Background: an optimization exercise with open tools, aiming at small area and a short achievable clock period. Do not read the settings as production practice.
Only simulation tests tie the RTL to the original design; equivalence was not proved.
Power is estimated from default activity; no workload was simulated.

`design/flow/design.v`:
```
`timescale 1ns/1ps
module inst_decoder (
    input  logic [31:0] inst,
    output logic [4:0]  alu_op,
    output logic [4:0]  rd,
    output logic [4:0]  rs1,
    output logic [4:0]  rs2,
    output logic        has_rd,
    output logic        has_rs2
);
    logic [2:0] f3;
    assign f3 = inst[14:12];
    always_comb begin
        case (f3)
            3'h0: alu_op[3:0] = {3'b000, inst[30] & inst[5]};
            3'h1: alu_op[3:0] = 4'd2;
            3'h2: alu_op[3:0] = 4'd3;
            3'h3: alu_op[3:0] = 4'd4;
            3'h4: alu_op[3:0] = 4'd5;
            3'h5: alu_op[3:0] = {3'b011, inst[30]};
            3'h6: alu_op[3:0] = 4'd8;
            default: alu_op[3:0] = 4'd9;
        endcase
        alu_op[4] = !inst[5];
    end
    assign has_rd  = inst[4] || !inst[5];
    assign has_rs2 = inst[5];
    assign rd      = inst[11:7];
    assign rs1     = inst[19:15];
    assign rs2     = inst[24:20];
endmodule
module issue_check (
    input  logic [31:0] inst,
    input  logic        inst_valid,
    input  logic [3:0]  busy,
    input  logic [19:0] dst,         
    output logic        issue_ok,
    output logic [3:0]  fire
);
    logic       opc_ok, f7_mid, a, b;
    logic [2:0] f3;
    logic [1:0] cls;
    logic [3:0] sel;
    logic [3:0] hit;
    logic       waw;
    assign opc_ok = inst[1] && inst[0] && !inst[2] && !inst[3] && !inst[6];
    assign cls    = inst[5:4];      
    assign f3     = inst[14:12];
    assign f7_mid = !(inst[31] || inst[29] || inst[28] || inst[27] || inst[26]);
    assign a      = inst[30];
    assign b      = inst[25];
    always_comb begin
        sel = '0;
        case (cls)
            2'b11: begin
                sel[0] = f7_mid && !b && (!a || f3 == 3'h0 || f3 == 3'h5);
                sel[2] = f7_mid && !a && b && !f3[2];
                sel[3] = f7_mid && !a && b && f3[2];
            end
            2'b01: begin
                sel[0] = (f3 == 3'h1) ? (f7_mid && !a && !b) :
                         (f3 == 3'h5) ? (f7_mid && !b) : 1'b1;
            end
            2'b00: sel[1] = !(f3 == 3'h3 || f3 == 3'h6 || f3 == 3'h7);
            default: sel[1] = !f3[2] && !(f3[1] && f3[0]);
        endcase
        sel = sel & {4{opc_ok}};
    end
    always_comb begin
        for (int u = 0; u < 4; u++) begin
            hit[u] = busy[u] && (|dst[5*u +: 5]) && (dst[5*u +: 5] == inst[11:7]);
        end
    end
    assign waw      = (inst[4] || !inst[5]) && (|hit);
    assign issue_ok = |(sel & ~busy) && !waw;
    assign fire     = {4{inst_valid && !waw}} & sel & ~busy;
endmodule
`timescale 1ns/1ps
`timescale 1ns/1ps
module read_dispatch (
    input  logic [3:0]   r1,
    input  logic [3:0]   r2,
    input  logic [4:0]   op_alu,
    input  logic [3:0]   op_mem,
    input  logic [1:0]   op_mul,
    input  logic [1:0]   op_div,
    input  logic [19:0]  s1,         
    input  logic [19:0]  s2,
    output logic [3:0]   rg,
    output logic [18:0]  read
);
    logic [3:0] rreq;
    assign rreq  = r1 & r2;
    assign rg[0] = rreq[0];
    assign rg[1] = rreq[1] && !rreq[0];
    assign rg[2] = rreq[2] && !rreq[1] && !rreq[0];
    assign rg[3] = rreq[3] && !rreq[2] && !rreq[1] && !rreq[0];
    assign read[18]    = |rreq;
    assign read[17]    = rg[3];
    assign read[16]    = rg[1] || rg[2];
    assign read[15]    = rg[0] || rg[2];
    assign read[14:10] = ({5{rg[0]}} & op_alu) | ({5{rg[1]}} & {1'b0, op_mem}) |
                         ({5{rg[2]}} & {3'b000, op_mul}) | ({5{rg[3]}} & {3'b000, op_div});
    assign read[9:5]   = ({5{rg[0]}} & s1[4:0])   | ({5{rg[1]}} & s1[9:5]) |
                         ({5{rg[2]}} & s1[14:10]) | ({5{rg[3]}} & s1[19:15]);
    assign read[4:0]   = ({5{rg[0]}} & s2[4:0])   | ({5{rg[1]}} & s2[9:5]) |
                         ({5{rg[2]}} & s2[14:10]) | ({5{rg[3]}} & s2[19:15]);
endmodule
`timescale 1ns/1ps
module writeback_select (
    input  logic [3:0]   done,
    input  logic [3:0]   r1,
    input  logic [3:0]   r2,
    input  logic [15:0]  m1,
    input  logic [15:0]  m2,
    input  logic [19:0]  dst,        
    output logic [3:0]   wg,
    output logic [8:0]   wb
);
    logic [3:0] war;
    logic [3:0] wreq;
    always_comb begin
        for (int u = 0; u < 4; u++) begin
            war[u] = 1'b0;
            for (int j = 0; j < 4; j++) begin
                if (j != u) war[u] = war[u] || (r1[j] && m1[4*j+u]) || (r2[j] && m2[4*j+u]);
            end
        end
    end
    assign wreq  = done & ~war;
    assign wg[0] = wreq[0];
    assign wg[1] = wreq[1] && !wreq[0];
    assign wg[2] = wreq[2] && !wreq[1] && !wreq[0];
    assign wg[3] = wreq[3] && !wreq[2] && !wreq[1] && !wreq[0];
    assign wb[8]   = |wreq;
    assign wb[7]   = wg[3];
    assign wb[6]   = wg[1] || wg[2];
    assign wb[5]   = wg[0] || wg[2];
    assign wb[4:0] = ({5{wg[0]}} & dst[4:0])   | ({5{wg[1]}} & dst[9:5]) |
                     ({5{wg[2]}} & dst[14:10]) | ({5{wg[3]}} & dst[19:15]);
endmodule
`timescale 1ns/1ps
module sb_top (
    input  logic        clk,
    input  logic        rst,
    input  logic        inst_valid,
    input  logic [31:0] inst,
    input  logic [3:0]  fu_done,      
    output logic        issue_ok,
    output logic [18:0] read,
    output logic [8:0]  wb
);
    localparam int N = 4;
    logic [4:0] alu_op;
    logic [4:0] rd, rs1, rs2;
    logic       has_rd, has_rs2;
    logic [N-1:0]        busy_q;
    logic [N-1:0]        done_q;
    logic [N-1:0]        r1_q;       
    logic [N-1:0]        r2_q;
    logic [N-1:0]        w1_q;       
    logic [N-1:0]        w2_q;
    logic [N-1:0][4:0]   dst_q;
    logic [N-1:0][4:0]   s1_q;
    logic [N-1:0][4:0]   s2_q;
    logic [N-1:0][N-1:0] m1_q;       
    logic [N-1:0][N-1:0] m2_q;
    logic [4:0]          op_alu_q;
    logic [3:0]          op_mem_q;
    logic [1:0]          op_mul_q;
    logic [1:0]          op_div_q;
    logic [N-1:0] dnz, e1, e2, f1, f2, fire;
    logic [N-1:0] rg, wg, wake1, wake2;
    logic         w1_new, w2_new, rdnz;
    inst_decoder decoder_i (
        .inst    (inst),
        .alu_op  (alu_op),
        .rd      (rd),
        .rs1     (rs1),
        .rs2     (rs2),
        .has_rd  (has_rd),
        .has_rs2 (has_rs2)
    );
    issue_check issue_i (
        .inst       (inst),
        .inst_valid (inst_valid),
        .busy       (busy_q),
        .dst        (dst_q),
        .issue_ok   (issue_ok),
        .fire       (fire)
    );
    read_dispatch read_i (
        .r1     (r1_q),
        .r2     (r2_q),
        .op_alu (op_alu_q),
        .op_mem (op_mem_q),
        .op_mul (op_mul_q),
        .op_div (op_div_q),
        .s1     (s1_q),
        .s2     (s2_q),
        .rg     (rg),
        .read   (read)
    );
    writeback_select wb_i (
        .done (done_q),
        .r1   (r1_q),
        .r2   (r2_q),
        .m1   (m1_q),
        .m2   (m2_q),
        .dst  (dst_q),
        .wg   (wg),
        .wb   (wb)
    );
    assign rdnz = has_rd && (|rd);
    always_comb begin
        for (int u = 0; u < N; u++) begin
            dnz[u] = |dst_q[u];
            e1[u]  = dnz[u] && (dst_q[u] == rs1);
            e2[u]  = dnz[u] && (dst_q[u] == rs2) && has_rs2;
            f1[u]  = rdnz && (s1_q[u] == rd);
            f2[u]  = rdnz && (s2_q[u] == rd);
        end
    end
    always_comb begin
        for (int j = 0; j < N; j++) begin
            wake1[j] = 1'b0;
            wake2[j] = 1'b0;
            for (int u = 0; u < N; u++) begin
                if (u != j) begin
                    wake1[j] = wake1[j] || (wg[u] && m1_q[j][u]);
                    wake2[j] = wake2[j] || (wg[u] && m2_q[j][u]);
                end
            end
            wake1[j] = wake1[j] && w1_q[j];
            wake2[j] = wake2[j] && w2_q[j];
        end
    end
    assign w1_new = |(busy_q & e1 & ~wg);
    assign w2_new = |(busy_q & e2 & ~wg);
    always_ff @(posedge clk or posedge rst) begin
        if (rst) begin
            busy_q <= '0;
            done_q <= '0;
            r1_q   <= '0;
            r2_q   <= '0;
        end else begin
            for (int j = 0; j < N; j++) begin
                if (busy_q[j]) begin
                    busy_q[j] <= !wg[j];
                    done_q[j] <= !wg[j] && (done_q[j] || fu_done[j]);
                    r1_q[j]   <= !wg[j] && ((r1_q[j] && !rg[j]) || wake1[j]);
                    r2_q[j]   <= !wg[j] && ((r2_q[j] && !rg[j]) || wake2[j]);
                end else begin
                    busy_q[j] <= fire[j];
                    done_q[j] <= 1'b0;
                    r1_q[j]   <= fire[j] && !w1_new;
                    r2_q[j]   <= fire[j] && !w2_new;
                end
            end
        end
    end
    always_ff @(posedge clk) begin
        for (int j = 0; j < N; j++) begin
            if (busy_q[j]) begin
                w1_q[j] <= w1_q[j] && !wake1[j];
                w2_q[j] <= w2_q[j] && !wake2[j];
                for (int u = 0; u < N; u++) begin
                    if (u != j && !busy_q[u]) begin
                        m1_q[j][u] <= f1[j];
                        m2_q[j][u] <= f2[j];
                    end
                end
            end else begin
                w1_q[j]  <= w1_new;
                w2_q[j]  <= w2_new;
                dst_q[j] <= has_rd ? rd : 5'd0;
                s1_q[j]  <= rs1;
                s2_q[j]  <= has_rs2 ? rs2 : 5'd0;
                for (int u = 0; u < N; u++) begin
                    if (u != j) begin
                        m1_q[j][u] <= e1[u];
                        m2_q[j][u] <= e2[u];
                    end
                end
            end
        end
        if (!busy_q[0]) op_alu_q <= alu_op;
        if (!busy_q[1]) op_mem_q <= {inst[14:12], inst[5]};
        if (!busy_q[2]) op_mul_q <= inst[13:12];
        if (!busy_q[3]) op_div_q <= inst[13:12];
    end
endmodule
```
`design/flow/run.sh`:
```
#!/bin/bash
# synth_recipe.tcl (not shown) runs the flow's synth.tcl, then flattens the netlist and writes it again
# the make line also repeats each setting of config.mk as NAME=value (left out here)
make -C /OpenROAD-flow-scripts/flow DESIGN_CONFIG=/design/flow/config.mk WORK_HOME=/design/flow/orfs CLKGATE_MAP_FILE= SYNTH_SCRIPT=/design/flow/synth_recipe.tcl finish
```
`design/flow/config.mk`:
```
export PLATFORM = sky130hd
export DESIGN_NAME = sb_top
export DESIGN_NICKNAME = sb_top
export VERILOG_FILES = /design/flow/design.v
export SDC_FILE = /design/flow/constraint.sdc
export NUM_CORES = 4
export LEC_CHECK = 0
export CAP_MARGIN = 20
export CORE_MARGIN = 2
export CORE_UTILIZATION = 40
export SETUP_SLACK_MARGIN = 2.0
export SLEW_MARGIN = 20
```
`design/flow/constraint.sdc`:
```
create_clock -name core_clock -period 5.5 [get_ports {clk}]
set_input_delay 1.1000 -clock core_clock [delete_from_list [all_inputs] [get_ports {clk}]]
set_output_delay 1.1000 -clock core_clock [all_outputs]
set_load 0.01 [all_outputs]
```
==> results of run 1 <==
## layout make-up
cell class,instances,area (um2)
Inverter,14,56.3
Fill cell,1412,7630
Tap cell,216,270
Sequential cell,121,3480
Clock buffer,22,444
Multi-Input combinational cell,417,2960
Timing Repair Buffer,109,1020
Clock inverter,10,78.8
## flip-flops by register name, summed over array words and instances, names as in the netlist
signal    cells
w2_q          4
busy_q        4
done_q        4
w1_q          4
dst_q        20
m2_q         12
r2_q          4
s1_q         20
op_div_q      2
op_alu_q      5
r1_q          4
m1_q         12
op_mul_q      2
op_mem_q      4
s2_q         20
## path summary, 6_finish.rpt
kind,to,cells after the start
worst min-delay path,w1_q[3],2
worst min register to register,w1_q[3],2
max in group asynchronous,r1_q[0],2
min in group asynchronous,r2_q[2],2
worst max-delay path,issue_ok,7
worst max register to register,w2_q[1],8
## through the flow
step           hold slack [ps]  power, mW  util (%)  setup WS (ps)  instance area [um2]
6_report                   476       2.90      52.1           1750                 8310
5_1_grt                    503       3.02      52.1           1690                 8310
3_5_place_dp               468       1.88      46.2            726                 7370
3_3_place_gp               457       1.87      46.2            762                 7370
4_1_cts                    476       2.90      51.3           1700                 8180
2_1_floorplan              445       1.65         -           1990                 6550
## what timing repair did
item / 4_1_cts / 5_1_grt
resized for setup: 74 / 30
gates cloned: 1 / 0
setup buffers: 23 / 8
endpoints found under the setup margin: 25 / 19
pin swaps: 22 / 15
## cells in the final DEF, fill, tap and decap left out, types with 4 or more instances in the layout
cell type	synthesis	routed
a21oi_1	10	10
a221oi_1	12	12
a222oi_1	10	10
a22oi_1	14	11
and2_1	14	12
buf_2	5	7
buf_4	0	35
clkbuf_1	31	5
clkbuf_16	0	17
clkdlybuf4s50_1	0	42
clkinv_2	0	6
dfrtp_1	16	14
dfxtp_1	8	8
dlygate4sd2_1	0	6
dlymetal6s2s_1	0	5
edfxtp_1	97	97
inv_1	14	13
nand2_1	45	41
nand3_1	21	20
nand4_1	16	16
nor2_1	32	30
nor4_4	1	4
o21a_1	4	4
o21ai_0	55	50
o21ai_1	4	8
o22ai_1	9	8
or4_1	19	18
xnor2_1	69	69
xor2_1	31	31
## worst reg2reg max path: cells and delay by family, from the launching register on
family	cells	cell delay (ps)
compound gates	4	1680
simple gates	2	320
buf+inv	2	390
flops	1	460
## per-layer routing
layer | GRT usage (%) | vias to the layer above | part of all wire, %
met1 | 30.2 | 2565 | 41
met5 | 0 | - | 0
li1 | - | 2382 | -
met2 | 38.7 | 255 | 49
met3 | 4.81 | 43 | 7.0
met4 | 11.3 | 0 | 2.8
## cells by family after synthesis
family / Yosys count / share of synthesized area, %
flops: 121 / 53.1
xor+xnor: 100 / 13.4
simple gates: 175 / 14.4
mux: 1 / 0.153
buf+inv: 55 / 3.77
compound gates: 141 / 15.2
## power groups by stage
stage          combinational [mW]  sequential, mW  clock, mW
2_1_floorplan               0.372            1.28          0
3_3_place_gp                0.505            1.37          0
3_5_place_dp                0.513            1.37          0
4_1_cts                     0.541            1.35       1.00
5_1_grt                     0.599            1.37       1.04
6_report                    0.551            1.36      0.992
==> run notes, run 1 <==
status=no timing/DRC/antenna violations; # DRC=0; # setup viols final=0; diode count=0; asr flop ratio synth=a little over an eighth; Fin. Hold Viols=0; number of global-route vias before repair=5,437; Placer Congestion=0.917; cell-internal power=2.03 mW; Reg clk slew, reported paths=50 ps; Cell Chain, Critical Path=buf_6, or4_4, or3_4, a211oi_4, nand2_1, a21boi_2, buf_2; Highest Clock Rate=0.267 GHz; port bufs=67; total I/O pin count=68; latest clock arrival within the worst-skew pair=420 ps; Clock Tree Buf Depth=2; top cells by area, synth=edfxtp_1 (45%), xnor2_1 (9.2%), dfrtp_1 (6.1%); initial core utilization=41.0%; cts bufs inserted=17; core footprint=15,900 um2; Logic pwr share=19.0%; CTS sink cnt=121; min-delay src=w1_q[3]; Max Slew Vio Count=0; Total GRT Usage=23.7%; FF-to-FF Start=r1_q[2]; Critical Path End Type=output pin; Post-synth top flop=edfxtp_1; Mapped Area=6540 um2; Max IR drop VDD=0.000252 V; die area=about 17,000 um2; yosys warns=4; Max Cap Viol=0; crit-path max FO=2; crit path DAT=2650 ps; Slew @ Worst Pin=between 800 and 900 ps; R2R Setup Slk=2510 ps; share of total power in sequential cells=a little under half; Synth cell types=between 50 and 60; routed vias=roughly 5,200; initial DRC count=497; gr ovfl total=0; Cells after Synth=about 590; Crit Path Class=input pin to output pin; Die H=around 130 um; CP max stage cell=or4_4; top-count cell post-synth=edfxtp_1; drt pass-1 iters=6; final WL=between 20,000 and 25,000 um; post-synth top area cell=edfxtp_1; H-Tree Depth=4; Clk network pwr share=between 30% and 40%; Synth-to-Final Area Change=27.1%; Antenna Nets Post-Route=0; CTS Hold Bufs=0; Seq/Total Area, Yosys=53.1%; setup_tns=0 ps; Cell Pwr Density=349 nW/um2; number of flops mapped to enable cells by yosys=97; CTS tree=done; skew final=8.61 ps; syn_nets=632; synth cell count leaders=edfxtp_1 (97), xnor2_1 (69), o21ai_0 (55); Root Buffer=clkbuf_16; vias per inst=5.77; P_sw=a little under 900 uW; filler-free cell count of the finished design=around 910; Wirelength per Cell=22.1 um; global-route wire length before repair=around 31,000 um; synthesis-stage register bit count=121; crit start category=input pin; ratio of cells with drive above 1 in the final layout=between 10% and 20%; CP top delay family=simple AND/OR/NAND/NOR gates; maximum number of pins on one net before global-route repair=22; HPWL after detailed placement=between 10,000 and 15,000 um; initial antenna violation count=0; # rows=46; CP required=4400 ps; RSZ-0062 raised after global routing=yes; synthesized area per cell=11.0 um2; Rel. slew slack=41.8%; leak pwr=3.09 nW; post-layout min period=3750 ps; top cell type's share of synthesized area=between 40% and 50%; Buf/Inv on CP=2; HP Class=flip-flop to flip-flop; Switching Fraction=30.1%; fin crit share=68.2%; # nets final=719; Placed Instances=844; CP startpoint=inst[26]; Die X=132 um; CP max stage delay=520 ps
==> run 2, diff against run 1 <==
--- a/design/flow/config.mk
+++ b/design/flow/config.mk
@@ -5,6 +5,7 @@
 export SDC_FILE = /design/flow/constraint.sdc
 export NUM_CORES = 4
 export LEC_CHECK = 0
+export ABC_AREA = 1
 export CAP_MARGIN = 20
 export CORE_MARGIN = 2
 export CORE_UTILIZATION = 40
==> run notes, run 2 <==
yosys warns=4 (unchanged); number of global-route vias before repair=6,193 (+14%); Logic pwr share=23.9% (+4.9 points); crit-path max FO=5 (+3); gr ovfl total=0 (unchanged); Antenna Nets Post-Route=0 (unchanged); diode count=0 (unchanged); Post-synth top flop=edfxtp_1; top cell type's share of synthesized area=40.5% (-4.1 points); Slew @ Worst Pin=1050 ps (+190 ps); ratio of cells with drive above 1 in the final layout=15.7% (-2.1 points); post-synth top area cell=edfxtp_1; R2R Setup Slk=2840 ps (+330 ps); top-count cell post-synth=nand2_1; syn_nets=948 (+50%); Largest regs=dst_q (20), s1_q (20), s2_q (20); # setup viols final=0 (unchanged); initial core utilization=40.5% (-0.55 points); Placed Instances=1,187 (+41%); Highest Clock Rate=0.285 GHz (+6.7%); register area=3480 um2 (unchanged); post-layout min period=3510 ps (-235 ps); Max IR drop VDD=0.000267 V (+5.7%); Rel. slew slack=29.3% (-12 points); asr flop ratio synth=13.2% (unchanged); routed vias=6,696 (+28%); RR Endpoint=s2_q[5]; initial DRC count=661 (+33%); CTS sink cnt=121 (unchanged); synth cell count leaders=nand2_1 (317), edfxtp_1 (97), inv_1 (92); Seq/Total Area, Yosys=48.3% (-4.8 points); total I/O pin count=68 (unchanged); cell-internal power=2.17 mW (+7.2%); RSZ-0062 raised after global routing=yes; # nets final=1,053 (+46%); Synth cell types=42 (-24%); final cell utilization of the core=51.5% (-0.65 points); min-delay src=w2_q[1]; drt pass-1 iters=6 (unchanged); maximum number of pins on one net before global-route repair=24 (+9.1%); filler-free cell count of the finished design=1,256 (+38%); Critical Path End Type=output pin; WHS=461 ps (-14.4 ps); fin crit share=63.9% (-4.3 points); Hold EP=w2_q[1]; Root Buffer=clkbuf_16; Max Cap Viol=0 (unchanged); synthesized area per cell=7.91 um2 (-28%); final WL=24,100 um (+20%); Max Slew Vio Count=0 (unchanged); cts bufs inserted=17 (unchanged); Mapped Area=7190 um2 (+10%); port bufs=67 (unchanged); most common cell after layout, fill and taps aside=nand2_1; Cells after Synth=909 (+53%); Switching Fraction=34.7% (+4.6 points); Placer Congestion=0.956 (+4.2%); Crit Path Class=input pin to output pin; # rows=49 (+6.5%); vias per inst=5.33 (-7.6%); Total GRT Usage=25.1% (+1.4 points); initial antenna violation count=0 (unchanged); FF-to-FF Start=busy_q[1]; skew final=7.61 ps (-1.00 ps); die area=19,100 um2 (+9.7%); area of the multi-input gates=3290 um2 (+11%); Filler cells=1,712 (+21%); status=no timing/DRC/antenna violations; synthesis-stage register bit count=121 (unchanged); Hold Crit Depth=2 (unchanged); most frequent cells in the layout=nand2_1 (311), edfxtp_1 (97), inv_1 (85), nor2_1 (80), nand3_1 (51); Clock Tree Buf Depth=2 (unchanged); Synth-to-Final Area Change=27.2% (about the same); crit path DAT=2410 ps (-240 ps); core footprint=17,800 um2 (+12%); CP required=4400 ps (about the same); leak pwr=4.32 nW (+40%); CTS tree=done; number of flops mapped to enable cells by yosys=97 (unchanged); HP Class=flip-flop to flip-flop; share of total power in sequential cells=42.5% (-4.3 points); latest clock arrival within the worst-skew pair=420 ps (about the same); Die H=138 um (+4.7%); # DRC=0 (unchanged); H-Tree Depth=4 (unchanged); Die X=138 um (+4.7%); setup_tns=0 ps (unchanged); Wirelength per Cell=19.2 um (-13%); Cell Pwr Density=364 nW/um2 (+4.1%); Clk network pwr share=33.6% (-0.6 points); Fin. Hold Viols=0 (unchanged); top cells by area, synth=edfxtp_1 (40%), nand2_1 (17%), dfrtp_1 (5.6%); Reg clk slew, reported paths=60 ps (about the same); P_sw=1.15 mW (+32%); global-route wire length before repair=36,300 um (+16%); HPWL after detailed placement=17,300 um (+24%); crit start category=input pin; cells on worst reg2reg path=1 (-7)
## run 2: power groups by stage
stage	clock, mW	sequential (mW)	combinational, mW
detailed placement	0	1.42	0.750
CTS	1.12	1.40	0.773
global placement	0	1.42	0.748
floorplan	0	1.33	0.521
finish	1.12	1.41	0.795
global route	1.17	1.44	0.865
## run 2: critical path, cell delays in order
cell and delay (ps):
clkdlybuf4s15_1 190, buf_8 140, buf_4 130, nand2_1 60, nand2_1 50, nor2_1 80
nand2_1 50, nor2_1 100, nor2_1 60, nand2_1 110, nand2_2 80, o21a_1 120
buf_2 140
## run 2: cell families (layout without fill, tap and decap cells)
group,Yosys count,after routing,synth area share (%)
AND/OR/NAND/NOR,526,526,32.0
buffers and inverters,133,251,7.58
flip-flops,121,121,48.3
AO/OA/AOI/OAI,84,84,6.70
XOR/XNOR,45,45,5.48
## run 2: worst max-delay path by stage
stage / to / cells after the start / from / slack (ps)
5_1_grt: issue_ok / 7 / inst[28] / 1900
3_5_place_dp: issue_ok / 13 / inst[7] / 1080
3_3_place_gp: issue_ok / 13 / inst[7] / 1100
6_report: issue_ok / 13 / inst[11] / 1990
4_1_cts: issue_ok / 9 / inst[5] / 1860
2_1_floorplan: issue_ok / 5 / inst[29] / 2420
## run 2: what timing repair did
| action | CTS | global route |
|---|---|---|
| gates resized for setup | 58 | 51 |
| pin swaps | 14 | 28 |
| hold buffers | 0 | 0 |
| setup endpoints to repair | 22 | 12 |
| buffers inserted | 26 | 10 |
| gates cloned | 1 | 0 |
## run 2: area by class of cell
type	count	area share, %
repair inverters	1	0.0820
well taps	229	3.13
clock inverters	15	1.79
multi-input cells	655	35.9
flip-flops and latches	121	38.0
repair buffers	116	11.9
clock buffers	17	4.65
inverters	102	4.53
## run 2: stage by stage
stage	total power, mW	setup slack [ps]	cell area (um2)
final	3.33	1990	9150
after global routing	3.47	1900	9150
after CTS	3.30	1860	8970
after detailed placement	2.17	1080	8090
after global placement	2.17	1100	8090
after floorplan	1.85	2420	7190
## run 2: metal layers
metal / wire (um) / vias up / global-route usage (%)
met1: 10300 / 3127 / 33.9
met3: 1750 / 61 / 4.78
met5: 0 / - / 0
met4: 789 / 0 / 8.65
li1: - / 3173 / -
met2: 11300 / 335 / 40.8
==> run 3, diff against run 2 <==
--- a/design/flow/config.mk
+++ b/design/flow/config.mk
@@ -5,9 +5,9 @@
 export SDC_FILE = /design/flow/constraint.sdc
 export NUM_CORES = 4
 export LEC_CHECK = 0
-export ABC_AREA = 1
 export CAP_MARGIN = 20
 export CORE_MARGIN = 2
 export CORE_UTILIZATION = 40
 export SETUP_SLACK_MARGIN = 2.0
 export SLEW_MARGIN = 20
+export SYNTH_HIERARCHICAL = 1
==> run notes, run 3 <==
Slew @ Worst Pin=1030 ps (-22.3 ps); HPWL after detailed placement=15,600 um (-10%); Cells after Synth=647 (-29%); Clock Tree Buf Depth=2 (unchanged); Filler cells=1,559 (-8.9%); Wirelength per Cell=23.1 um (+20%); # setup viols final=0 (unchanged); Clk network pwr share=41.6% (+8.0 points); P_sw=705 uW (-39%); post-route setup slack=1790 ps (-198 ps); crit path DAT=2610 ps (+200 ps); yosys warns=10 (+6); synthesized area per cell=10.7 um2 (+35%); status=no timing/DRC/antenna violations; Mapped Area=6940 um2 (-3.6%); Rel. slew slack=31.2% (+1.8 points); Max Cap Viol=0 (unchanged); crit-path max FO=7 (+2); number of global-route vias before repair=5,647 (-8.8%); Crit Path Class=input pin to output pin; routed vias=5,745 (-14%); die area=18,400 um2 (-3.5%); leak pwr=3.18 nW (-26%); Highest Clock Rate=0.269 GHz (-5.3%); RSZ-0062 raised after global routing=yes; cell-internal power=1.86 mW (-15%); setup_tns=0 ps (unchanged); Max IR drop VDD=0.000231 V (-13%); # rows=48 (-2.0%); Logic pwr share=12.5% (-11 points); post-layout min period=3710 ps (+198 ps); port bufs=67 (unchanged); vias per inst=5.96 (+12%); min-delay src=w2_q[1]; CTS sink cnt=121 (unchanged); initial core utilization=40.5% (+0.069 points); total I/O pin count=68 (unchanged); ratio of cells with drive above 1 in the final layout=20.3% (+4.6 points); CTS tree=done; Die H=136 um (-1.7%); Root Buffer=clkbuf_16; most common cell after layout, fill and taps aside=edfxtp_1; initial antenna violation count=0 (unchanged); CTS Hold Bufs=0 (unchanged); syn_nets=686 (-28%); Antenna Nets Post-Route=0 (unchanged); core footprint=17,100 um2 (-3.7%); Die X=136 um (-1.7%); initial DRC count=542 (-18%); R2R Setup Slk=2310 ps (-530 ps); Largest regs=dst_q (20), s1_q (20), s2_q (20); Switching Fraction=27.5% (-7.2 points); Fin. Hold Viols=0 (unchanged); crit start category=input pin; # nets final=765 (-27%); Reg clk slew, reported paths=60 ps (about the same); RR Endpoint=r1_q[2]; maximum number of pins on one net before global-route repair=22 (-8.3%); latest clock arrival within the worst-skew pair=430 ps (about the same); cells on worst reg2reg path=10 (+9); fin crit share=67.5% (+3.6 points); Hold Crit Depth=2 (unchanged); skew final=8.46 ps (+0.849 ps); Hold EP=w2_q[1]; share of total power in sequential cells=45.8% (+3.3 points); most frequent cells in the layout=edfxtp_1 (97), xnor2_1 (64), o21ai_0 (45), nand3_1 (40), clkdlybuf4s50_1 (40); # DRC=0 (unchanged); gr ovfl total=0 (unchanged); H-Tree Depth=4 (unchanged); diode count=0 (unchanged); drt pass-1 iters=5 (-1); global-route wire length before repair=33,300 um (-8.4%); Max Slew Vio Count=0 (unchanged); Cell Pwr Density=296 nW/um2 (-19%); Placer Congestion=0.956 (about the same); cts bufs inserted=17 (unchanged); FF-to-FF Start=r2_q[3]; HP Class=flip-flop to flip-flop; CP required=4400 ps (about the same); Synth-to-Final Area Change=24.7%; Critical Path End Type=output pin; Total GRT Usage=24.7% (-0.36 points); dpl ws=867 ps (-212 ps); final WL=22,300 um (-7.5%)
[run 3: routing by layer]
layer | routed length, um | vias to the layer above | global-route usage [%]
met3 | 1720 | 50 | 5.42
met5 | 0 | - | 0
met2 | 10700 | 286 | 40.5
met4 | 574 | 0 | 9.84
li1 | - | 2574 | -
met1 | 9340 | 2835 | 31.9
[run 3: cell type report]
class / instances / area (um2) / area share (%)
Multi-Input combinational cell: 449 / 3210 / 37.2
Clock buffer: 20 / 483 / 5.58
Inverter: 31 / 124 / 1.43
Clock inverter: 12 / 86.3 / 0.998
Timing Repair Buffer: 106 / 970 / 11.2
Sequential cell: 121 / 3490 / 40.4
Tap cell: 225 / 282 / 3.25
[run 3: power groups by stage]
stage | logic (mW) | clock network, mW | registers, mW
floorplan | 0.210 | 0 | 1.14
global placement | 0.297 | 0 | 1.19
detailed placement | 0.301 | 0 | 1.19
CTS | 0.310 | 1.08 | 1.17
global route | 0.350 | 1.11 | 1.18
finish | 0.321 | 1.07 | 1.17
[run 3: metrics by stage]
stage / utilization [%] / power, mW / std cells / hold WS, ps / instance area [um2]
floorplan: - / 1.35 / 647 / 446 / 6940
global placement: 44.8 / 1.49 / 899 / 459 / 7670
detailed placement: 44.8 / 1.49 / 899 / 460 / 7670
CTS: 49.8 / 2.56 / 955 / 469 / 8520
global route: 50.5 / 2.64 / 964 / 504 / 8650
finish: 50.5 / 2.56 / 964 / 469 / 8650
[run 3: critical path, cell delays in order]
cell and delay [ps]:
clkdlybuf4s15_1 200, buf_6 150, or2_2 300, o21ai_2 150
nand4_1 100, a41o_1 350, o21a_1 130, buf_2 130
[run 3: timing repair]
action / 4_1_cts / 5_1_grt
buffers inserted: 24 / 9
pin swaps: 18 / 15
resized for setup: 97 / 30
cloned: 0 / 0
setup endpoints to repair: 42 / 36
[run 3: worst max-delay path by stage]
stage | from | end | slack (ps) | depth (start not counted)
after floorplan | inst[2] | issue_ok | 2010 | 4
after global placement | inst[7] | issue_ok | 880 | 7
after detailed placement | inst[7] | issue_ok | 870 | 7
after CTS | inst[0] | issue_ok | 1810 | 7
after global routing | inst[6] | issue_ok | 1740 | 6
final | inst[11] | issue_ok | 1790 | 8
==> run 4, diff against run 3 <==
==> design/flow/config.mk (replaced) <==
export PLATFORM = sky130hd
export DESIGN_NAME = sb_top
export DESIGN_NICKNAME = sb_top
export VERILOG_FILES = /design/flow/design.v
export SDC_FILE = /design/flow/constraint.sdc
export NUM_CORES = 4
export LEC_CHECK = 0
export ABC_AREA = 1
export CAP_MARGIN = 20
export CORE_MARGIN = 2
export CORE_UTILIZATION = 40
export SETUP_SLACK_MARGIN = 2.5
export SLEW_MARGIN = 20
==> run notes, run 4 <==
Root Buffer=clkbuf_16; CP max stage cell=buf_2; Die X=138 um (+1.8%); Fin. Hold Viols=0 (unchanged); Slew @ Worst Pin=1030 ps (+3.34 ps); global-route wire length before repair=38,100 um (+15%); cts bufs inserted=17 (unchanged); Max Slew Vio Count=0 (unchanged); Buf/Inv on CP=4 (+1); Crit Path Class=input pin to output pin; Total GRT Usage=26.3% (+1.5 points); status=no timing/DRC/antenna violations; HP Class=flip-flop to flip-flop; CTS Hold Bufs=0 (unchanged); yosys warns=4 (-6); Hold Crit Depth=2 (unchanged); number of flops mapped to enable cells by yosys=97; # setup viols final=0 (unchanged); skew final=8.66 ps (+0.198 ps); Seq/Total Area, Yosys=48.3%; most frequent cells in the layout=nand2_1 (280), edfxtp_1 (97), inv_1 (83), nor2_1 (75), nand3_1 (50); die area=19,100 um2 (+3.6%); CP required=4400 ps (about the same); core footprint=17,800 um2 (+3.9%); Wirelength per Cell=19.6 um (-15%); CP max stage delay=140 ps (-210 ps); top cells by area, synth=edfxtp_1 (40%), nand2_1 (17%), dfrtp_1 (5.6%); routed vias=6,936 (+21%); Synth-to-Final Area Change=37.1%; port bufs=67 (unchanged); # DRC=0 (unchanged); Synth cell types=42; Mapped Area=7190 um2 (+3.7%); Largest regs=dst_q (20), s1_q (20), s2_q (20); crit-path max FO=4 (-3); leak pwr=4.63 nW (+46%); Highest Clock Rate=0.291 GHz (+8.0%); CTS sink cnt=121 (unchanged); # nets final=1,092 (+43%); initial antenna violation count=0 (unchanged); Cell Pwr Density=368 nW/um2 (+24%); final WL=25,400 um (+14%); H-Tree Depth=4 (unchanged); cells on worst reg2reg path=17 (+7); ratio of cells with drive above 1 in the final layout=27.5% (+7.2 points); post-synth top area cell=edfxtp_1; HPWL after detailed placement=17,400 um (+12%); Filler cells=1,649 (+5.8%); synthesized area per cell=7.91 um2 (-26%); top cell type's share of synthesized area=40.5%; Cell Chain, Critical Path=buf_6, buf_6, buf_6, nand2_1, nand2_1, nor2_1, nand2_1, nor2_1, nor2_1, nand2_1, nand2_2, o21a_1, buf_2; crit start category=input pin; Die H=138 um (+1.8%); total I/O pin count=68 (unchanged); RSZ-0062 raised after global routing=yes; WHS=468 ps (-0.881 ps); cell mode on critical path=nand2_1; Rel. slew slack=31.0% (-0.22 points); vias per inst=5.36 (-10%); Max IR drop VDD=0.000238 V (+3.2%); top-count cell post-synth=nand2_1; synth cell count leaders=nand2_1 (317), edfxtp_1 (97), inv_1 (92); fin crit share=62.5% (-5.0 points); CTS tree=done; maximum number of pins on one net before global-route repair=23 (+4.5%); CP Depth=13 (+5); latest clock arrival within the worst-skew pair=430 ps (about the same); diode count=0 (unchanged); Placer Congestion=0.995 (+4.0%); Reg clk slew, reported paths=60 ps (about the same); CP top delay family=simple AND/OR/NAND/NOR gates; post-layout min period=3440 ps (-277 ps); drt pass-1 iters=6 (+1); Clock Tree Buf Depth=2 (unchanged); Max Cap Viol=0 (unchanged); number of global-route vias before repair=6,720 (+19%); setup_tns=0 ps (unchanged); crit path DAT=2340 ps (-270 ps); initial core utilization=40.5% (-0.069 points); synthesis-stage register bit count=121; Post-synth top flop=edfxtp_1; Critical Path End Type=output pin; initial DRC count=835 (+54%); asr flop ratio synth=13.2%; most common cell after layout, fill and taps aside=nand2_1; gr ovfl total=0 (unchanged); # rows=49 (+2.1%); Antenna Nets Post-Route=0 (unchanged); Cells after Synth=909 (+40%); syn_nets=948 (+38%)
-- run 4: area by class of cell --
type | count | area [um2] | area share [%]
Timing Repair Buffer | 156 | 1430 | 14.5
Tap cell | 229 | 287 | 2.91
Clock inverter | 15 | 260 | 2.64
Inverter | 102 | 427 | 4.33
Multi-Input combinational cell | 655 | 3550 | 36.0
Sequential cell | 121 | 3480 | 35.3
Clock buffer | 17 | 425 | 4.31
-- run 4: cells by family after synthesis --
| group | count (synthesis) | share of synthesized area [%] |
|---|---|---|
| flip-flops | 121 | 48.3 |
| AND/OR/NAND/NOR | 526 | 32.0 |
| AO/OA/AOI/OAI | 84 | 6.70 |
| XOR/XNOR | 45 | 5.48 |
| buffers and inverters | 133 | 7.58 |
-- run 4: worst min-delay path: cells and delay by family (launching register included) --
family,cells,cell delay (ps)
flops,1,310
compound gates,1,50
simple gates,1,60
-- run 4: metrics by stage --
| step | setup WS (ps) | power [mW] | utilization, % | cell area [um2] | instances |
|---|---|---|---|---|---|
| 3_3_place_gp | 1110 | 2.16 | 45.4 | 8070 | 1185 |
| 6_report | 2060 | 3.63 | 55.5 | 9860 | 1295 |
| 3_5_place_dp | 1010 | 2.17 | 45.4 | 8070 | 1185 |
| 4_1_cts | 2110 | 3.55 | 52.9 | 9410 | 1278 |
| 5_1_grt | 1960 | 3.77 | 55.5 | 9860 | 1295 |
| 2_1_floorplan | 2420 | 1.85 | - | 7190 | 909 |
-- run 4: worst paths after layout --
path | end | slack, ps | from
min in group asynchronous | r2_q[1] | 1110 | rst
worst max register to register | r1_q[2] | 2840 | busy_q[2]
worst max-delay path | issue_ok | 2060 | inst[10]
worst min register to register | w2_q[0] | 470 | w2_q[0]
max in group asynchronous | r1_q[1] | 3860 | rst
worst min-delay path | w2_q[0] | 470 | w2_q[0]
-- run 4: where the power goes --
part	leakage [nW]	internal (mW)	switching [mW]	total, mW
Clock	0.332	0.862	0.467	1.33
Sequential	1.36	1.22	0.223	1.44
Combinational	2.94	0.323	0.536	0.859
Total	4.63	2.41	1.23	3.63
-- run 4: per-layer routing --
metal | GRT usage (%) | vias to the layer above | wire [um] | share of wire (%)
met4 | 12.3 | 0 | 1200 | 4.7
met1 | 34.1 | 3261 | 10600 | 42
met5 | 0 | - | 0 | 0
met2 | 42.4 | 322 | 11900 | 47
met3 | 5.33 | 93 | 1670 | 6.6
li1 | - | 3260 | - | -
-- run 4: timing repair --
item	in CTS	in global routing
pin swaps	53	36
resized for setup	210	133
buffers inserted	61	17
setup endpoints to repair	34	31
==> run 5, diff against run 4 <==
--- a/design/flow/design.v
+++ b/design/flow/design.v
@@ -158,8 +158,7 @@
     logic [N-1:0]        done_q;
     logic [N-1:0]        r1_q;       
     logic [N-1:0]        r2_q;
-    logic [N-1:0]        w1_q;       
-    logic [N-1:0]        w2_q;
+    logic [N-1:0]        took_q;     
     logic [N-1:0][4:0]   dst_q;
     logic [N-1:0][4:0]   s1_q;
     logic [N-1:0][4:0]   s2_q;
@@ -231,8 +230,8 @@
                     wake2[j] = wake2[j] || (wg[u] && m2_q[j][u]);
                 end
             end
-            wake1[j] = wake1[j] && w1_q[j];
-            wake2[j] = wake2[j] && w2_q[j];
+            wake1[j] = wake1[j] && !r1_q[j] && !took_q[j];
+            wake2[j] = wake2[j] && !r2_q[j] && !took_q[j];
         end
     end
     assign w1_new = |(busy_q & e1 & ~wg);
@@ -262,8 +261,7 @@
     always_ff @(posedge clk) begin
         for (int j = 0; j < N; j++) begin
             if (busy_q[j]) begin
-                w1_q[j] <= w1_q[j] && !wake1[j];
-                w2_q[j] <= w2_q[j] && !wake2[j];
+                took_q[j] <= took_q[j] || rg[j];
                 for (int u = 0; u < N; u++) begin
                     if (u != j && !busy_q[u]) begin
                         m1_q[j][u] <= f1[j];
@@ -271,8 +269,7 @@
                     end
                 end
             end else begin
-                w1_q[j]  <= w1_new;
-                w2_q[j]  <= w2_new;
+                took_q[j] <= 1'b0;
                 dst_q[j] <= has_rd ? rd : 5'd0;
                 s1_q[j]  <= rs1;
                 s2_q[j]  <= has_rs2 ? rs2 : 5'd0;
==> design/flow/config.mk (replaced) <==
export PLATFORM = sky130hd
export DESIGN_NAME = sb_top
export DESIGN_NICKNAME = sb_top
export VERILOG_FILES = /design/flow/design.v
export SDC_FILE = /design/flow/constraint.sdc
export NUM_CORES = 4
export LEC_CHECK = 0
export CAP_MARGIN = 20
export CORE_MARGIN = 2
export CORE_UTILIZATION = 40
export SETUP_SLACK_MARGIN = 2.0
export SLEW_MARGIN = 20
==> run notes, run 5 <==
Filler cells=1,298 (-21%); H-Tree Depth=4 (unchanged); ratio of cells with drive above 1 in the final layout=21.4% (-6.0 points); Adder-Cell Fraction of Synth Area=0% (unchanged); gr ovfl total=0 (unchanged); number of global-route vias before repair=5,210 (-22%); Clock Tree Buf Depth=2 (unchanged); Design Area, Final=8430 um2 (-14%); Reg clk slew, reported paths=50 ps (about the same); CP max stage delay=460 ps (+320 ps); die area=16,700 um2 (-12%); vias per inst=5.88 (+9.8%); cts bufs inserted=17 (unchanged); crit-path max FO=4 (unchanged); FF-to-FF Start=r2_q[0]; post-synth top area cell=edfxtp_1; filler-free cell count of the finished design=901 (-30%); initial core utilization=41.1% (+0.64 points); number of flops mapped to enable cells by yosys=97 (unchanged); routed vias=5,297 (-24%); HP Class=flip-flop to flip-flop; # rows=45 (-8.2%); final cell utilization of the core=55.3% (-0.19 points); Seq/Total Area, Yosys=54.1% (+5.8 points); crit path DAT=2480 ps (+140 ps); synthesized area per cell=11.2 um2 (+41%); Post-synth top flop=edfxtp_1; crit start category=input pin; Largest regs=dst_q (20), s1_q (20), s2_q (20); R2R Setup Slk=2030 ps (-810 ps); Max IR drop VDD=0.000260 V (+9.0%); cells on worst reg2reg path=19 (+2); Cells after Synth=561 (-38%); Wirelength per Cell=23.0 um (+17%); CTS tree=done; Critical Path End Type=output pin; RR Endpoint=r1_q[2]; Root Buffer=clkbuf_16; register area=3400 um2 (-2.4%); Tot Pwr=3.30 mW (-9.2%); CTS sink cnt=117 (-3.3%); Synth cell types=53 (+26%); Synth-to-Final Area Change=34.5%; Rel. slew slack=25.6% (-5.4 points); Mapped Area=6270 um2 (-13%); Placer Congestion=0.960 (-3.5%); post-synthesis mux area share=0.160% (+0.16 points); xor-xnor portion of the synthesized cell area=14.0% (+8.5 points); Die H=129 um (-6.4%); total I/O pin count=68 (unchanged); Slew @ Worst Pin=1120 ps (+81.1 ps); # setup viols final=0 (unchanged); port bufs=67 (unchanged); Max Slew Vio Count=0 (unchanged); most common cell after layout, fill and taps aside=edfxtp_1; latest clock arrival within the worst-skew pair=430 ps (about the same); leak pwr=3.28 nW (-29%); diode count=0 (unchanged); # nets final=717 (-34%); CTS Hold Bufs=0 (unchanged); drt pass-1 iters=6 (unchanged); maximum number of pins on one net before global-route repair=23 (unchanged); top cell type's share of synthesized area=46.4% (+6.0 points); post-layout min period=3580 ps (+144 ps); RSZ-0062 raised after global routing=yes; top cells by area, synth=edfxtp_1 (46%), xnor2_1 (9.5%), dfrtp_1 (6.4%); global-route wire length before repair=30,600 um (-20%); synthesis-stage register bit count=117 (-3.3%); Post-Synth Simple-Gate Area=15.1% (-17 points); # DRC=0 (unchanged); Max Cap Viol=0 (unchanged); status=no timing/DRC/antenna violations; asr flop ratio synth=13.7% (+0.45 points); Synth Area in Compound Gates=13.4% (+6.7 points); initial antenna violation count=0 (unchanged); Die X=129 um (-6.4%); HPWL after detailed placement=13,400 um (-23%); area of the multi-input gates=2880 um2 (-19%); largest family of logic cells by synthesized area=simple AND/OR/NAND/NOR gates; core footprint=15,300 um2 (-14%); Hold Crit Depth=2 (unchanged); yosys warns=4 (unchanged); fin crit share=65.1% (+2.6 points); Crit Path Class=input pin to output pin; skew final=7.23 ps (-1.42 ps); initial DRC count=809 (-3.1%); Cell Chain, Critical Path=clkdlybuf4s50_1, nand3b_1, nor3_4, a21oi_2, a21boi_2, buf_2; synth cell count leaders=edfxtp_1 (97), xnor2_1 (68), nand2_1 (56); Cell Pwr Density=391 nW/um2 (+6.2%); Buf/Inv on CP=2 (-2); CP top delay family=buffers and inverters; top-count cell post-synth=edfxtp_1; dpl cell area=7150 um2 (-11%); Total GRT Usage=25.1% (-1.2 points); syn_nets=600 (-37%); setup_tns=0 ps (unchanged); Fin. Hold Viols=0 (unchanged); Highest Clock Rate=0.279 GHz (-4.0%); min-delay src=took_q[2]; Antenna Nets Post-Route=0 (unchanged); CP required=4400 ps (about the same); Hold EP=took_q[2]; most frequent cells in the layout=edfxtp_1 (97), xnor2_1 (66), nand2_1 (55), buf_4 (49); CP max stage cell=clkdlybuf4s50_1; Placed Instances=814 (-31%); final WL=20,700 um (-19%)
-- run 5: worst register-to-register path, stage by stage, from the launching register on --
cell and delay (ps):
dfrtp_2 440, a222oi_1 350, buf_4 180, nand4_1 130, buf_4 180, buf_6 110
buf_4 120, buf_4 120, buf_6 100, buf_6 100, buf_6 110, buf_4 120
buf_4 120, buf_4 120, buf_6 110, buf_6 130, a31o_4 260, or3b_1 370
o21ai_1 80, o21bai_1 120
-- run 5: stage by stage --
step	hold WS (ps)	worst slack [ps]
3_5_place_dp	496	770
2_1_floorplan	453	2040
6_report	512	1920
4_1_cts	506	1750
5_1_grt	535	1810
3_3_place_gp	472	828
-- run 5: metal layers --
metal	track usage, %	share of wire (%)
met1	32.1	41
met2	41.6	49
met3	5.74	7.8
met4	9.53	3.0
met5	0	0
-- run 5: power by group --
group          switching [mW]  internal (mW)  total (mW)
Combinational           0.405          0.340       0.745
Clock                   0.394          0.749        1.14
Sequential              0.219           1.19        1.41
-- run 5: worst max-delay path by stage --
stage	from	endpoint	slack, ps	depth (start not counted)
final	inst[30]	issue_ok	1920	6
after detailed placement	inst[7]	issue_ok	770	7
after CTS	inst[2]	issue_ok	1750	7
after floorplan	inst[7]	issue_ok	2040	6
after global placement	inst[7]	issue_ok	830	7
after global routing	inst[30]	issue_ok	1810	6
-- run 5: cells by family (layout without fill, tap and decap cells) --
| logic type | Yosys count | in the layout |
|---|---|---|
| muxes | 1 | 1 |
| and+or+nand+nor | 181 | 181 |
| AOI/OAI and AO/OA | 112 | 112 |
| xor gates and xnor gates | 100 | 100 |
| DFF | 117 | 117 |
| buffers and inverters | 50 | 179 |
-- run 5: what timing repair did --
item                                    4_1_cts  5_1_grt
buffers inserted                             41       13
endpoints found under the setup margin       24       23
cloned                                        1        1
resized for setup                            69       71
pin swaps                                    17       32
-- run 5: area by class of cell --
class | count | share of cell area [%]
flip-flops and latches | 117 | 40.3
multi-input cells | 394 | 34.1
repair buffers | 135 | 14.9
clock buffers | 20 | 5.18
well taps | 211 | 3.13
clock inverters | 11 | 1.87
inverters | 13 | 0.579
==> run 6, diff against run 5 <==
--- a/design/flow/config.mk
+++ b/design/flow/config.mk
@@ -8,5 +8,7 @@
 export CAP_MARGIN = 20
 export CORE_MARGIN = 2
 export CORE_UTILIZATION = 40
+export CTS_CLUSTER_DIAMETER = 200
+export CTS_CLUSTER_SIZE = 50
 export SETUP_SLACK_MARGIN = 2.0
 export SLEW_MARGIN = 20
==> run notes, run 6 <==
status=no timing/DRC/antenna violations; die area=16,700 um2 (unchanged); diode count=0 (unchanged); dpl ws=770 ps (unchanged); Clock Tree Buf Depth=2 (unchanged); maximum number of pins on one net before global-route repair=23 (unchanged); initial core utilization=41.1% (unchanged); crit path DAT=2480 ps (about the same); Max Slew Vio Count=0 (unchanged); # setup viols final=0 (unchanged); syn_nets=600 (unchanged); RSZ-0062 raised after global routing=yes; crit-path max FO=4 (unchanged); Cells after Synth=561 (unchanged); CP top delay family=buffers and inverters; top cell type's share of synthesized area=46.4% (unchanged); HP Class=flip-flop to flip-flop; fin crit share=65.1% (unchanged); gr ovfl total=0 (unchanged); # rows=45 (unchanged); HPWL after detailed placement=13,400 um (unchanged); Crit Path Class=input pin to output pin; # nets final=717 (unchanged); crit start category=input pin; drt pass-1 iters=6 (unchanged); Synth-to-Final Area Change=34.5% (unchanged); CP max stage delay=460 ps (about the same); yosys warns=4 (unchanged); met1 wire length=8410 um (unchanged); R2R Setup Slk=2030 ps (about the same); setup_tns=0 ps (unchanged); CTS sink cnt=117 (unchanged); Seq/Total Area, Yosys=54.1% (unchanged); Design Area, Final=8430 um2 (unchanged); met2 WL post-DR=10,000 um (unchanged); skew final=7.23 ps (unchanged); initial antenna violation count=0 (unchanged); Reg clk slew, reported paths=50 ps (about the same); top-count cell post-synth=edfxtp_1; Synth cell types=53 (unchanged); latest clock arrival within the worst-skew pair=430 ps (about the same); WHS=512 ps (unchanged); Max IR drop VDD=0.000260 V (unchanged); Mapped Area=6270 um2 (unchanged); Total GRT Usage=25.1% (unchanged); area of the multi-input gates=2880 um2 (unchanged); Root Buffer=clkbuf_16; cells on worst reg2reg path=19 (unchanged); core footprint=15,300 um2 (unchanged); # DRC=0 (unchanged); met3 wire len=1620 um (unchanged); RR Endpoint=r1_q[2]; filler-free cell count of the finished design=901 (unchanged); Largest regs=dst_q (20), s1_q (20), s2_q (20); FF-to-FF Start=r2_q[0]; routed vias=5,297 (unchanged); Placer Congestion=0.960 (unchanged); register area=3400 um2 (unchanged); Cell Pwr Density=391 nW/um2 (unchanged); post-layout min period=3580 ps (unchanged); top cells by area, synth=edfxtp_1 (46%), xnor2_1 (9.5%), dfrtp_1 (6.4%); ratio of cells with drive above 1 in the final layout=21.4% (unchanged); Placed Instances=814 (unchanged); CP max stage cell=clkdlybuf4s50_1; cts bufs inserted=17 (unchanged); Highest Clock Rate=0.279 GHz (unchanged); synthesized area per cell=11.2 um2 (unchanged); Slew @ Worst Pin=1120 ps (unchanged); CP Depth=6 (unchanged); final cell utilization of the core=55.3% (unchanged); Rel. slew slack=25.6% (unchanged); CP startpoint=inst[30]; dpl cell area=7150 um2 (unchanged); number of flops mapped to enable cells by yosys=97 (unchanged); CTS tree=done; H-Tree Depth=4 (unchanged); CP required=4400 ps (about the same); top sig layer=met4; total I/O pin count=68 (unchanged); post-synth top area cell=edfxtp_1; most frequent cells in the layout=edfxtp_1 (97), xnor2_1 (66), nand2_1 (55), buf_4 (49); post-route setup slack=1920 ps (unchanged); Antenna Nets Post-Route=0 (unchanged); number of global-route vias before repair=5,210 (unchanged); Critical Path End Type=output pin; leak pwr=3.28 nW (unchanged); Wirelength per Cell=23.0 um (unchanged); asr flop ratio synth=13.7% (unchanged); synthesis-stage register bit count=117 (unchanged); Filler cells=1,298 (unchanged); Tot Pwr=3.30 mW (unchanged); Max Cap Viol=0 (unchanged); global-route wire length before repair=30,600 um (unchanged); Worst Setup EP=issue_ok; Die H=129 um (unchanged); vias per inst=5.88 (unchanged); final WL=20,700 um (unchanged); Fin. Hold Viols=0 (unchanged); Post-synth top flop=edfxtp_1; Die X=129 um (unchanged); Buf/Inv on CP=2 (unchanged); synth cell count leaders=edfxtp_1 (97), xnor2_1 (68), nand2_1 (56); port bufs=67 (unchanged); Cell Chain, Critical Path=clkdlybuf4s50_1, nand3b_1, nor3_4, a21oi_2, a21boi_2, buf_2; most common cell after layout, fill and taps aside=edfxtp_1; initial DRC count=809 (unchanged)
run 6: timing repair:
| action | 4_1_cts | 5_1_grt |
|---|---|---|
| hold buffers | 0 | 0 |
| cloned | 1 | 1 |
| setup endpoints to repair | 24 | 23 |
| buffers inserted | 41 | 13 |
| resized for setup | 69 | 71 |
| pin swaps | 17 | 32 |
run 6: worst min-delay path: stages, from the launching register on:
cell	delay, ps
dfxtp_1	340
nor2_1	60
nor2_1	70
run 6: final cells by class:
class | count | share of cell area (%)
repair buffers | 135 | 14.9
inverters | 13 | 0.579
flip-flops and latches | 117 | 40.3
clock buffers | 20 | 5.18
multi-input cells | 394 | 34.1
well taps | 211 | 3.13
clock inverters | 11 | 1.87
run 6: how the worst min path moves through the flow:
stage                   start   endpoint  slack (ps)  depth (start not counted)
global placement    took_q[2]  took_q[2]         470                          2
floorplan           took_q[2]  took_q[2]         450                          2
global route        took_q[3]  took_q[3]         530                          2
detailed placement  took_q[1]  took_q[1]         500                          2
finish              took_q[2]  took_q[2]         510                          2
CTS                 took_q[3]  took_q[3]         510                          2
run 6: metal layers:
layer	track usage, %	up-vias
li1	-	2334
met1	32.1	2598
met2	41.6	308
met3	5.74	57
met4	9.53	0
met5	0	-
run 6: where the power goes:
group,leakage (nW),internal [mW],switching [mW]
Clock,0.288,0.749,0.394
Combinational,1.66,0.340,0.405
Sequential,1.33,1.19,0.219
run 6: cells by family (layout without fill, tap and decap cells):
family	count (synthesis)	count (layout)	share of synthesized area, %
xor gates and xnor gates	100	100	14.0
AOI/OAI and AO/OA	112	112	13.4
buffers and inverters	50	179	3.29
and+or+nand+nor	181	181	15.1
muxes	1	1	0.160
DFF	117	117	54.1
==> run 7, diff against run 6 <==
==> design/flow/flow/run.sh (new file) <==
#!/bin/bash
# The standard layout (standard.sh, unchanged synthesis and steps), except that
# the port buffers are plain buffers (buf_2) instead of the delay cells that
# buffer_ports picks by default; the resizer still sizes them as timing needs.
set -euo pipefail
export BUFFER_PORTS_ARGS="-buffer_cell sky130_fd_sc_hd__buf_2"
bash standard.sh BUFFER_PORTS_ARGS="$BUFFER_PORTS_ARGS" finish > standard.log 2>&1
==> design/flow/standard.sh (new file) <==
#!/bin/bash
# synth_recipe.tcl (not shown) runs the flow's synth.tcl, then flattens the netlist and writes it again
# the make line also repeats each setting of config.mk as NAME=value (left out here)
make -C /OpenROAD-flow-scripts/flow DESIGN_CONFIG=/design/flow/config.mk WORK_HOME=/design/flow/orfs CLKGATE_MAP_FILE= SYNTH_SCRIPT=/design/flow/synth_recipe.tcl "${@:-finish}"
--- a/design/flow/config.mk
+++ b/design/flow/config.mk
@@ -8,7 +8,5 @@
 export CAP_MARGIN = 20
 export CORE_MARGIN = 2
 export CORE_UTILIZATION = 40
-export CTS_CLUSTER_DIAMETER = 200
-export CTS_CLUSTER_SIZE = 50
 export SETUP_SLACK_MARGIN = 2.0
 export SLEW_MARGIN = 20
removed: design/flow/run.sh
==> run notes, run 7 <==
status=no timing/DRC/antenna violations; total I/O pin count=68 (unchanged); post-synth top area cell=edfxtp_1; # rows=45 (unchanged); Crit Path Class=flip-flop to output pin; most common cell after layout, fill and taps aside=edfxtp_1; die area=16,700 um2 (unchanged); latest clock arrival within the worst-skew pair=430 ps (about the same); Cells after Synth=561 (unchanged); Synth-to-Final Area Change=24.5%; # nets final=686 (-4.3%); Slew @ Worst Pin=1080 ps (-39.3 ps); crit path DAT=2390 ps (-90 ps); Die X=129 um (unchanged); asr flop ratio synth=13.7% (unchanged); Post-synth top flop=edfxtp_1; initial core utilization=41.1% (unchanged); initial antenna violation count=0 (unchanged); maximum number of pins on one net before global-route repair=24 (+4.3%); synth cell count leaders=edfxtp_1 (97), xnor2_1 (68), nand2_1 (56); Placer Congestion=0.962 (+0.23%); Root Buffer=clkbuf_16; Rel. slew slack=28.2% (+2.6 points); Cell Pwr Density=415 nW/um2 (+6.1%); RSZ-0062 raised after global routing=yes; Total GRT Usage=24.0% (-1.1 points); yosys warns=4 (unchanged); Wirelength per Cell=22.5 um (-1.8%); setup_tns=0 ps (unchanged); CTS tree=done; ratio of cells with drive above 1 in the final layout=24.5% (+3.1 points); leak pwr=3.02 nW (-8.0%); syn_nets=600 (unchanged); Fin. Hold Viols=0 (unchanged); gr ovfl total=0 (unchanged); Critical Path End Type=output pin; global-route wire length before repair=29,500 um (-3.5%); Mapped Area=6270 um2 (unchanged); Placed Instances=808 (-0.74%); fin crit share=63.5% (-1.6 points); Max IR drop VDD=0.000283 V (+9.1%); core footprint=15,300 um2 (unchanged); Filler cells=1,339 (+3.2%); initial DRC count=667 (-18%); diode count=0 (unchanged); crit start category=flip-flop; Tot Pwr=3.24 mW (-1.7%); synthesis-stage register bit count=117 (unchanged); port bufs=67 (unchanged); Reg clk slew, reported paths=50 ps (about the same); Max Slew Vio Count=0 (unchanged); Highest Clock Rate=0.286 GHz (+2.5%); cts bufs inserted=17 (unchanged); most frequent cells in the layout=edfxtp_1 (97), xnor2_1 (68), buf_2 (62), nand2_1 (56); number of global-route vias before repair=5,053 (-3.0%); CP required=4400 ps (about the same); Antenna Nets Post-Route=0 (unchanged); CTS sink cnt=117 (unchanged); post-layout min period=3490 ps (-86.8 ps); final WL=19,600 um (-5.0%); Clock Tree Buf Depth=2 (unchanged); # setup viols final=0 (unchanged); routed vias=5,116 (-3.4%); synthesized area per cell=11.2 um2 (unchanged); Synth cell types=53 (unchanged); crit-path max FO=3 (-1); HP Class=flip-flop to flip-flop; top cell type's share of synthesized area=46.4% (unchanged); number of flops mapped to enable cells by yosys=97 (unchanged); Seq/Total Area, Yosys=54.1% (unchanged); Max Cap Viol=0 (unchanged); top-count cell post-synth=edfxtp_1; H-Tree Depth=4 (unchanged); Die H=129 um (unchanged); filler-free cell count of the finished design=871 (-3.3%); vias per inst=5.87 (about the same); HPWL after detailed placement=13,500 um (+0.73%); drt pass-1 iters=6 (unchanged); # DRC=0 (unchanged); top cells by area, synth=edfxtp_1 (46%), xnor2_1 (9.5%), dfrtp_1 (6.4%); skew final=16.6 ps (+9.35 ps); Largest regs=dst_q (20), s1_q (20), s2_q (20)
==> run 7: cell counts after synthesis <==
No cell type changed its count.
==> run 7: power by group <==
group / switching (mW) / total [mW] / internal (mW)
clock network: 0.401 / 1.15 / 0.752
logic: 0.428 / 0.716 / 0.288
registers: 0.182 / 1.37 / 1.19
==> run 7: final timing paths <==
check / from / end / slack (ps) / cells past startpoint
worst max-delay path: dst_q[13] / issue_ok / 2010 / 6
worst min-delay path: took_q[3] / took_q[3] / 510 / 2
worst max register to register: r2_q[1] / r1_q[0] / 2840 / 9
worst min register to register: took_q[3] / took_q[3] / 510 / 2
max in group asynchronous: rst / r2_q[1] / 4300 / 2
min in group asynchronous: rst / r2_q[0] / 760 / 2
==> run 7: cells by family after synthesis <==
family / Yosys count / share of synthesized area, %
xor+xnor: 100 / 14.0
buf+inv: 50 / 3.29
flops: 117 / 54.1
compound gates: 112 / 13.4
mux: 1 / 0.160
simple gates: 181 / 15.1
==> run 7: layout make-up <==
class                      count  area [um2]  area share [%]
tap                          211         264            3.38
clock buffer                  18         429            5.50
inverter                      13        48.8           0.625
multi-input combinational    394        2790            35.8
clock inverter                14         184            2.36
timing repair buffer         104         696            8.91
sequential                   117        3400            43.5
==> run 7: worst max-delay path, cell delays in order (launching register included) <==
cell	delay (ps)
edfxtp_1	420
or4_4	570
o211ai_2	170
o22ai_2	110
o31ai_4	330
a21boi_2	230
buf_2	140
==> run 7: timing repair <==
item	in CTS	in global routing
endpoints found under the hold margin	0	0
setup endpoints to repair	20	14
setup buffers	18	12
resized for setup	28	13
pin swaps	9	10
cloned	0	1
hold buffers	0	0
==> run 7: per-stage QoR <==
stage                     setup slack (ps)  util [%]  hold WS, ps  cell area [um2]
after global placement                1830      44.4          473             6770
after detailed placement              1780      44.4          505             6770
after CTS                             2000      50.0          516             7630
final                                 2010      51.2          512             7810
after global routing                  1900      51.2          550             7810
after floorplan                       2040         -          453             6280
==> run 7: layer usage <==
metal  GRT usage, %  part of all wire [%]  wire (um)  vias up
li1               -                     -          -     2276
met1           31.2                    40       7950     2495
met2           39.2                    49       9640      303
met3           5.86                   8.1       1590       42
met4           8.70                   2.3        461        0
met5              0                     0          0        -
==> run 8, diff against run 7 <==
--- a/design/flow/config.mk
+++ b/design/flow/config.mk
@@ -10,3 +10,4 @@
 export CORE_UTILIZATION = 40
 export SETUP_SLACK_MARGIN = 2.0
 export SLEW_MARGIN = 20
+export TNS_END_PERCENT = 30
==> run notes, run 8 <==
maximum number of pins on one net before global-route repair=24 (unchanged); port bufs=67 (unchanged); Cell Pwr Density=414 nW/um2 (-0.14%); top sig layer=met4; CTS tree=done; total I/O pin count=68 (unchanged); synth cell count leaders=edfxtp_1 (97), xnor2_1 (68), nand2_1 (56); syn_nets=600 (unchanged); Placer Congestion=0.962 (unchanged); Highest Clock Rate=0.282 GHz (-1.6%); Max Slew Vio Count=0 (unchanged); HPWL after detailed placement=13,500 um (unchanged); met3 wire len=1390 um (-13%); Crit Path Class=flip-flop to output pin; Clk network pwr share=35.7% (about the same); dpl ws=1780 ps (unchanged); Cells after Synth=561 (unchanged); cts bufs inserted=17 (unchanged); vias per inst=5.87 (about the same); final cell utilization of the core=51.0% (-0.18 points); initial DRC count=592 (-11%); status=no timing/DRC/antenna violations; Slew @ Worst Pin=1040 ps (-31.9 ps); crit-path max FO=4 (+1); crit path DAT=2450 ps (+60 ps); CTS Hold Bufs=0 (unchanged); H-Tree Depth=4 (unchanged); post-synthesis mux area share=0.160% (unchanged); final WL=19,500 um (-0.62%); cell-internal power=2.22 mW (-0.22%); P_sw=1.00 mW (-1.1%); global-route wire length before repair=29,100 um (-1.4%); Synth cell types=53 (unchanged); initial core utilization=41.1% (unchanged); core footprint=15,300 um2 (unchanged); Total GRT Usage=23.7% (-0.35 points); setup_tns=0 ps (unchanged); Logic pwr share=21.4% (-0.7 points); Max Cap Viol=0 (unchanged); most frequent cells in the layout=edfxtp_1 (97), xnor2_1 (68), buf_2 (62), nand2_1 (56), buf_4 (38); yosys warns=4 (unchanged); post-layout min period=3550 ps (+55.1 ps); # setup viols final=0 (unchanged); leak pwr=3.01 nW (-0.20%); CP required=4400 ps (about the same); Root Buffer=clkbuf_16; skew final=18.4 ps (+1.82 ps); RSZ-0062 raised after global routing=yes; Mapped Area=6270 um2 (unchanged); Adder-Cell Fraction of Synth Area=0% (unchanged); Synth-to-Final Area Change=24.1%; asr flop ratio synth=13.7% (unchanged); gr ovfl total=0 (unchanged); R2R Setup Slk=2850 ps (about the same); Antenna Nets Post-Route=0 (unchanged); Die X=129 um (unchanged); Wirelength per Cell=22.4 um (-0.74%); latest clock arrival within the worst-skew pair=430 ps (about the same); share of total power in sequential cells=42.9% (+0.6 points); Fin. Hold Viols=0 (unchanged); HP Class=flip-flop to flip-flop; top cells by area, synth=edfxtp_1 (46%), xnor2_1 (9.5%), dfrtp_1 (6.4%); Rel. slew slack=30.3% (+2.1 points); Seq/Total Area, Yosys=54.1% (unchanged); Max IR drop VDD=0.000280 V (-1.0%); Largest regs=dst_q (20), s1_q (20), s2_q (20); number of flops mapped to enable cells by yosys=97 (unchanged); synthesized area per cell=11.2 um2 (unchanged); ratio of cells with drive above 1 in the final layout=24.7% (+0.11 points); post-route setup slack=1950 ps (-55.1 ps); crit start category=flip-flop; Switching Fraction=31.0% (-0.19 points); fin crit share=64.5% (+1.0 points); # DRC=0 (unchanged); routed vias=5,120 (+0.078%); CTS sink cnt=117 (unchanged); diode count=0 (unchanged); Critical Path End Type=output pin; synthesis-stage register bit count=117 (unchanged); number of global-route vias before repair=4,994 (-1.2%); Synth Area in Compound Gates=13.4% (unchanged); # nets final=687 (+0.15%); die area=16,700 um2 (unchanged); Post-Synth Simple-Gate Area=15.1% (unchanged); Post-synth top flop=edfxtp_1; initial antenna violation count=0 (unchanged); most common cell after layout, fill and taps aside=edfxtp_1; Die H=129 um (unchanged); Reg clk slew, reported paths=50 ps (about the same); post-synth top area cell=edfxtp_1; Clock Tree Buf Depth=2 (unchanged); largest family of logic cells by synthesized area=simple AND/OR/NAND/NOR gates; top cell type's share of synthesized area=46.4% (unchanged); met1 wire length=8090 um (+1.8%); drt pass-1 iters=6 (unchanged); WHS=513 ps (+0.936 ps); # rows=45 (unchanged); xor-xnor portion of the synthesized cell area=14.0% (unchanged); top-count cell post-synth=edfxtp_1; met2 WL post-DR=9540 um (-1.1%)
==> run 8: cell counts after synthesis <==
No cell type changed its count.
==> run 8: logic make-up (layout without fill, tap and decap cells) <==
group | after synthesis | count (layout)
muxes | 1 | 1
DFF | 117 | 117
xor gates and xnor gates | 100 | 100
AOI/OAI and AO/OA | 112 | 112
and+or+nand+nor | 181 | 181
buffers and inverters | 50 | 150
==> run 8: timing repair <==
item / 4_1_cts / 5_1_grt
gates cloned: 0 / 1
pin swaps: 2 / 10
resized for setup: 7 / 32
endpoints found under the hold margin: 0 / 0
buffers inserted: 7 / 24
setup endpoints to repair: 20 / 17
==> run 8: critical path, cell delays in order, from the launching register on <==
cell      delay [ps]
edfxtp_1         450
or4_1            610
nor2_4           170
nor4_4            70
o31ai_4          340
a21boi_2         230
buf_2            150
==> run 8: final timing paths <==
kind,start,endpoint,depth (start not counted)
worst max register to register,r2_q[1],r1_q[0],9
worst min-delay path,took_q[3],took_q[3],2
min in group asynchronous,rst,r2_q[0],2
worst max-delay path,dst_q[2],issue_ok,6
max in group asynchronous,rst,r2_q[2],2
worst min register to register,took_q[3],took_q[3],2
==> run 8: layout make-up <==
type | instances | area, um2
Clock buffer | 18 | 429
Fill cell | 1343 | 7480
Tap cell | 211 | 264
Timing Repair Buffer | 105 | 688
Inverter | 13 | 48.8
Clock inverter | 14 | 184
Multi-Input combinational cell | 394 | 2770
Sequential cell | 117 | 3400
==> run 8: stage by stage <==
| stage | std cells | total power, mW | area [um2] |
|---|---|---|---|
| after floorplan | 561 | 1.73 | 6280 |
| after global placement | 808 | 1.97 | 6770 |
| after detailed placement | 808 | 1.98 | 6770 |
| after CTS | 847 | 3.15 | 7470 |
| after global routing | 872 | 3.34 | 7780 |
| final | 872 | 3.22 | 7780 |
==> run 8: routing by layer <==
metal / up-vias / global-route usage [%]
li1: 2273 / -
met5: - / 0
met1: 2499 / 31.1
met3: 50 / 5.45
met2: 298 / 38.5
met4: 0 / 8.50
==> run 8: power groups by stage <==
| stage | clock, mW | combinational [mW] | sequential (mW) |
|---|---|---|---|
| CTS | 1.16 | 0.603 | 1.39 |
| detailed placement | 0 | 0.560 | 1.42 |
| global placement | 0 | 0.550 | 1.42 |
| global route | 1.20 | 0.747 | 1.40 |
| finish | 1.15 | 0.690 | 1.38 |
| floorplan | 0 | 0.420 | 1.31 |

-- static timing again, ports no longer ideal --
The results above use ideal ports. As a check the final layouts listed here were re-extracted and re-timed, cells and wires unchanged. Step 1 sets driving cells, clkbuf_16 on the clock port and buf_2 on the other inputs (assumed; they add their load-dependent delay and slew). Step 2 also shifts input and output timing later by t, the mid clock arrival at the registers, as if the neighbouring blocks saw the same clock. a / b / c = ideal ports / drivers / drivers and shift; a / b = the first two.
| run | shift t [ns] | setup slack, ns |
|---|---|---|
| run 1 | 0.460 | 1.751 / 1.712 / 1.712 |
| run 2 | 0.465 | 1.986 / 1.963 / 1.963 |
| run 3 | 0.468 | 1.788 / 1.765 / 1.765 |
| run 4 | 0.471 | 2.064 / 2.034 / 2.034 |
| run 5 | 0.467 | 1.920 / 1.880 / 1.896 |
| run 6 | 0.467 | 1.920 / 1.880 / 1.896 |
| run 7 | 0.464 | 2.007 / 1.964 / 1.996 |
| run 8 | 0.463 | 1.952 / 1.909 / 1.955 |
After both steps setup and hold are still met in every run listed.
